Source: an optimization exercise on an open RTL-to-GDS flow (aim: small area, a short achievable clock period and few clock cycles per item). Production flows keep margins and buffers that such runs may drop.
The RTL was checked by simulation tests, not by an equivalence proof against the original design.

==> inputs of build 51 <==
Design gregorian_date_difference_days, start of the top module:
module gregorian_date_difference_days (
  input  logic        clk_i,
  input  logic        rst_ni,
  input  logic        s_axis_tvalid_i,
  output logic        s_axis_tready_o,
  input  logic [71:0] s_axis_tdata_i,
  output logic        m_axis_tvalid_o,
  input  logic        m_axis_tready_i,
  output logic [31:0] m_axis_tdata_o,
  output logic [0:0]  m_axis_tuser_o
);
  logic [15:0] ey, sy;
  logic [3:0]  em, sm;
  logic [4:0]  ed, sd, eh, sh;
  logic [5:0]  emi, smi;
  assign {smi, sh, sd, sm, sy, emi, eh, ed, em, ey} = s_axis_tdata_i;
  logic en, v1_q, v2_q, v3_q;
  gdd_rdy u_en  (.v(v3_q), .r(m_axis_tready_i), .y(en));
  gdd_rdy u_rdy (.v(v3_q), .r(m_axis_tready_i), .y(s_axis_tready_o));
  always_ff @(posedge clk_i or negedge rst_ni) begin
    if (!rst_ni) begin
      v1_q <= 1'b0;
      v2_q <= 1'b0;
      v3_q <= 1'b0;
    end else if (en) begin
      v1_q <= s_axis_tvalid_i;
      v2_q <= v1_q;
      v3_q <= v2_q;
    end
  end
  function automatic logic [4:0] month_len(input logic [3:0] mo);
    unique case (mo)
      4'd1, 4'd3, 4'd5, 4'd7, 4'd8, 4'd10, 4'd12: month_len = 5'd31;
      4'd4, 4'd6, 4'd9, 4'd11:                    month_len = 5'd30;
  ...
clock: 8.5 ns
lec_check: 0
cap_margin: 20
core_margin: 2
core_utilization: 50
cts_buf_list: sky130_fd_sc_hd__clkbuf_4 sky130_fd_sc_hd__clkbuf_8
setup_slack_margin: 4.5
slew_margin: 20
synth_hierarchical: 1
synth_minimum_keep_size: 0
standard.sh (not shown) runs the stock make flow with config.mk's settings and CLKGATE_MAP_FILE= SYNTH_SCRIPT=/design/flow/synth_recipe.tcl, a recipe that flattens the netlist after the stock synthesis.
==> flow/flow/run.sh <==
#!/bin/bash
# The standard layout, with the port buffers made from the platform's
# smallest plain buffer instead of the delay buffer the flow picks, and
# without half-adder cells (their logic is left to the gate mapper); the
# platform's own don't-use cells stay excluded.
set -euo pipefail
export BUFFER_PORTS_ARGS="-buffer_cell sky130_fd_sc_hd__buf_1"
DU=" sky130_fd_sc_hd__probe_p_8 sky130_fd_sc_hd__probec_p_8 sky130_fd_sc_hd__lpflow_bleeder_1 sky130_fd_sc_hd__lpflow_clkbufkapwr_1 sky130_fd_sc_hd__lpflow_clkbufkapwr_16 sky130_fd_sc_hd__lpflow_clkbufkapwr_2 sky130_fd_sc_hd__lpflow_clkbufkapwr_4 sky130_fd_sc_hd__lpflow_clkbufkapwr_8 sky130_fd_sc_hd__lpflow_clkinvkapwr_1 sky130_fd_sc_hd__lpflow_clkinvkapwr_16 sky130_fd_sc_hd__lpflow_clkinvkapwr_2 sky130_fd_sc_hd__lpflow_clkinvkapwr_4 sky130_fd_sc_hd__lpflow_clkinvkapwr_8 sky130_fd_sc_hd__lpflow_decapkapwr_12 sky130_fd_sc_hd__lpflow_decapkapwr_3 sky130_fd_sc_hd__lpflow_decapkapwr_4 sky130_fd_sc_hd__lpflow_decapkapwr_6 sky130_fd_sc_hd__lpflow_decapkapwr_8 sky130_fd_sc_hd__lpflow_inputiso0n_1 sky130_fd_sc_hd__lpflow_inputiso0p_1 sky130_fd_sc_hd__lpflow_inputiso1n_1 sky130_fd_sc_hd__lpflow_inputiso1p_1 sky130_fd_sc_hd__lpflow_inputisolatch_1 sky130_fd_sc_hd__lpflow_isobufsrc_1 sky130_fd_sc_hd__lpflow_isobufsrc_16 sky130_fd_sc_hd__lpflow_isobufsrc_2 sky130_fd_sc_hd__lpflow_isobufsrc_4 sky130_fd_sc_hd__lpflow_isobufsrc_8 sky130_fd_sc_hd__lpflow_isobufsrckapwr_16 sky130_fd_sc_hd__lpflow_lsbuf_lh_hl_isowell_tap_1 sky130_fd_sc_hd__lpflow_lsbuf_lh_hl_isowell_tap_2 sky130_fd_sc_hd__lpflow_lsbuf_lh_hl_isowell_tap_4 sky130_fd_sc_hd__lpflow_lsbuf_lh_isowell_4 sky130_fd_sc_hd__lpflow_lsbuf_lh_isowell_tap_1 sky130_fd_sc_hd__lpflow_lsbuf_lh_isowell_tap_2 sky130_fd_sc_hd__lpflow_lsbuf_lh_isowell_tap_4 # # Define fill cells  sky130_fd_sc_hd__ha_1 sky130_fd_sc_hd__ha_2 sky130_fd_sc_hd__ha_4"
bash standard.sh "DONT_USE_CELLS=$DU" finish > standard.log 2>&1
==> inputs of trial 58, as changes to build 51 <==
--- a/flow/config.mk
+++ b/flow/config.mk
@@ -11,3 +11,3 @@
 export CTS_BUF_LIST = sky130_fd_sc_hd__clkbuf_4 sky130_fd_sc_hd__clkbuf_8
-export SETUP_SLACK_MARGIN = 4.5
+export SETUP_SLACK_MARGIN = 4.0
 export SLEW_MARGIN = 20
==> notes <==
Against trial 58, the non-clock buffer count of build 51 is higher by 73. In trial 58 the critical path depth is lower than in build 51, by 1. Via count: build 51 is higher than trial 58 (4.6%). Build 51 completed with no timing, DRC or antenna violations. Trial 58 completed without violations. In build 51 the wire length is higher than in trial 58, by about 6.4%. Synthesized cell count is the same in build 51 and trial 58.
==> figures <==
item	build 51	trial 58
Outcome	no timing/DRC/antenna violations	no timing/DRC/antenna violations
Non-Clock Buffer Count	184	111
Final setup skew	19.65 ps	19.10 ps
Cell count of the worst reg-to-reg path	12	11
Final worst-path cycle share	46.98%	50.48%
Final cell utilization of the core	58.68%	53.99%
Met2 Usage GRT	37.89%	36.28%
Via count of the first global-routing pass	9999	9743
Global routing met1 resource utilization	28.85%	28.62%
End of the worst register-to-register path	days3[25]	days3[20]
Slew at the pin closest to its max-slew limit	926.5 ps	917.4 ps
GRT met3 Usage	3.159%	3.113%
Max frequency	0.2504 GHz	0.2331 GHz
Testbench counts of build 51, summed over its fixed seeds: cycles 12,024, items 12,000.
Testbench counts of trial 58, summed over its fixed seeds: cycles 12,024, items 12,000.

==> v3 <==
gregorian_date_difference_days again, from the RTL that the note above started with.
export LEC_CHECK = 0
export CAP_MARGIN = 20
export CORE_MARGIN = 2
export CORE_UTILIZATION = 50
export CTS_BUF_LIST = sky130_fd_sc_hd__clkbuf_4 sky130_fd_sc_hd__clkbuf_8
export PLACE_DENSITY = 0.8
export SETUP_SLACK_MARGIN = 4.35
export SLEW_MARGIN = 20
export SYNTH_HIERARCHICAL = 1
export SYNTH_MINIMUM_KEEP_SIZE = 0
create_clock -name core_clock -period 8.5 [get_ports {clk_i}]
Scripts as last shown in full above: flow/flow/run.sh
==> v14: changes against v3 <==
PLACE_DENSITY = not set   (was 0.8)
SETUP_SLACK_MARGIN = 4.2   (was 4.35)
==> v39: changes against v3 <==
PLACE_DENSITY = not set   (was 0.8)
==> impl_metrics.json <==
{
  "finalHoldWorstSlack_ns": 0.515,
  "status": "no timing/DRC/antenna violations",
  "required_ns": 8.69,
  "path_depth": 14,
  "buffers": 137,
  "postCtsSetupRepairBufs": 1,
  "multi_input_area_sq_mm": 0.00945,
  "fin_area_sq_mm": 0.0153
}
The numbers above come from v14.

==> impl_metrics.json <==
{
  "largest_reg_flops": 26,
  "dominant_cells": "multi-input gates",
  "finalCritPeriodShare_pct": 47.9,
  "status": "no timing/DRC/antenna violations",
  "portBuffers": 104,
  "dr_total_vias": 10500,
  "required_ns": 8.71,
  "finalHoldWorstSlack_ns": 0.437,
  "crit_buf_inv": 2,
  "r2r_cells": 12,
  "drtAntennaViolNets": 0,
  "multi_input_area_sq_mm": 0.00967,
  "path_depth": 12,
  "buffers": 157
}
The numbers above come from v3.

==> impl_metrics.json <==
{
  "status": "no timing/DRC/antenna violations",
  "use_met1_pct": 28.8,
  "met1_length_mm": 14.1,
  "required_ns": 8.69,
  "path_depth": 11,
  "setup.worst_path.start_class": "register",
  "postCtsSetupRepairBufs": 17,
  "buffers": 148,
  "drc": 0,
  "multi_input_area_sq_mm": 0.00958,
  "critPathCapture": "days3[17]$_DFFE_PP_",
  "relSlewSlack_pct": 38.2,
  "finalHoldWorstSlack_ns": 0.515
}
The numbers above come from v39.

Testbench counts of v3, summed over its fixed seeds: cycles 12,024, items 12,000.
Testbench counts of v14, summed over its fixed seeds: cycles 12,024, items 12,000.
Testbench counts of v39, summed over its fixed seeds: cycles 12,024, items 12,000.

## port drivers added, routing unchanged
Ports are ideal in the flow. The routed layouts listed here were re-timed in OpenROAD. Step 1: set_driving_cell puts a clkbuf_16 on clk_i and a buf_2 on each other input, an assumption about the parent block. Step 2 moves the port delays by t, midway between the first and last clock arrival at a register: inputs arrive t later, outputs are due t later. That takes back most of the time a late clock gives input paths. Three values: ideal ports, drivers, drivers and shift; two values: the first two.
| run | shift t [ns] | setup WS [ns] | worst setup path after step 2 | latest minus earliest clock arrival (ns) | worst register clock-pin slew, ns |
|---|---|---|---|---|---|
| build 51 | 0.494 | 4.506 / 4.506 / 4.301 | input to register | 0.019 / 0.020 | 0.10 / 0.10 |
| trial 58 | 0.493 | 4.209 / 4.209 / 4.169 | input to register | 0.019 / 0.020 | 0.10 / 0.10 |
| v3 | 0.506 | 4.433 / 4.433 / 4.148 | input to register | 0.025 / 0.026 | 0.10 / 0.10 |
| v14 | 0.491 | 4.347 / 4.347 / 4.164 | input to register | 0.019 / 0.018 | 0.10 / 0.10 |
| v39 | 0.492 | 4.431 / 4.431 / 4.145 | input to register | 0.019 / 0.018 | 0.10 / 0.10 |
After both steps every run listed still meets setup and hold. For v39, which loses most, drivers alone change the setup slack by 0.000 ns; drivers and shift together by -0.286 ns.
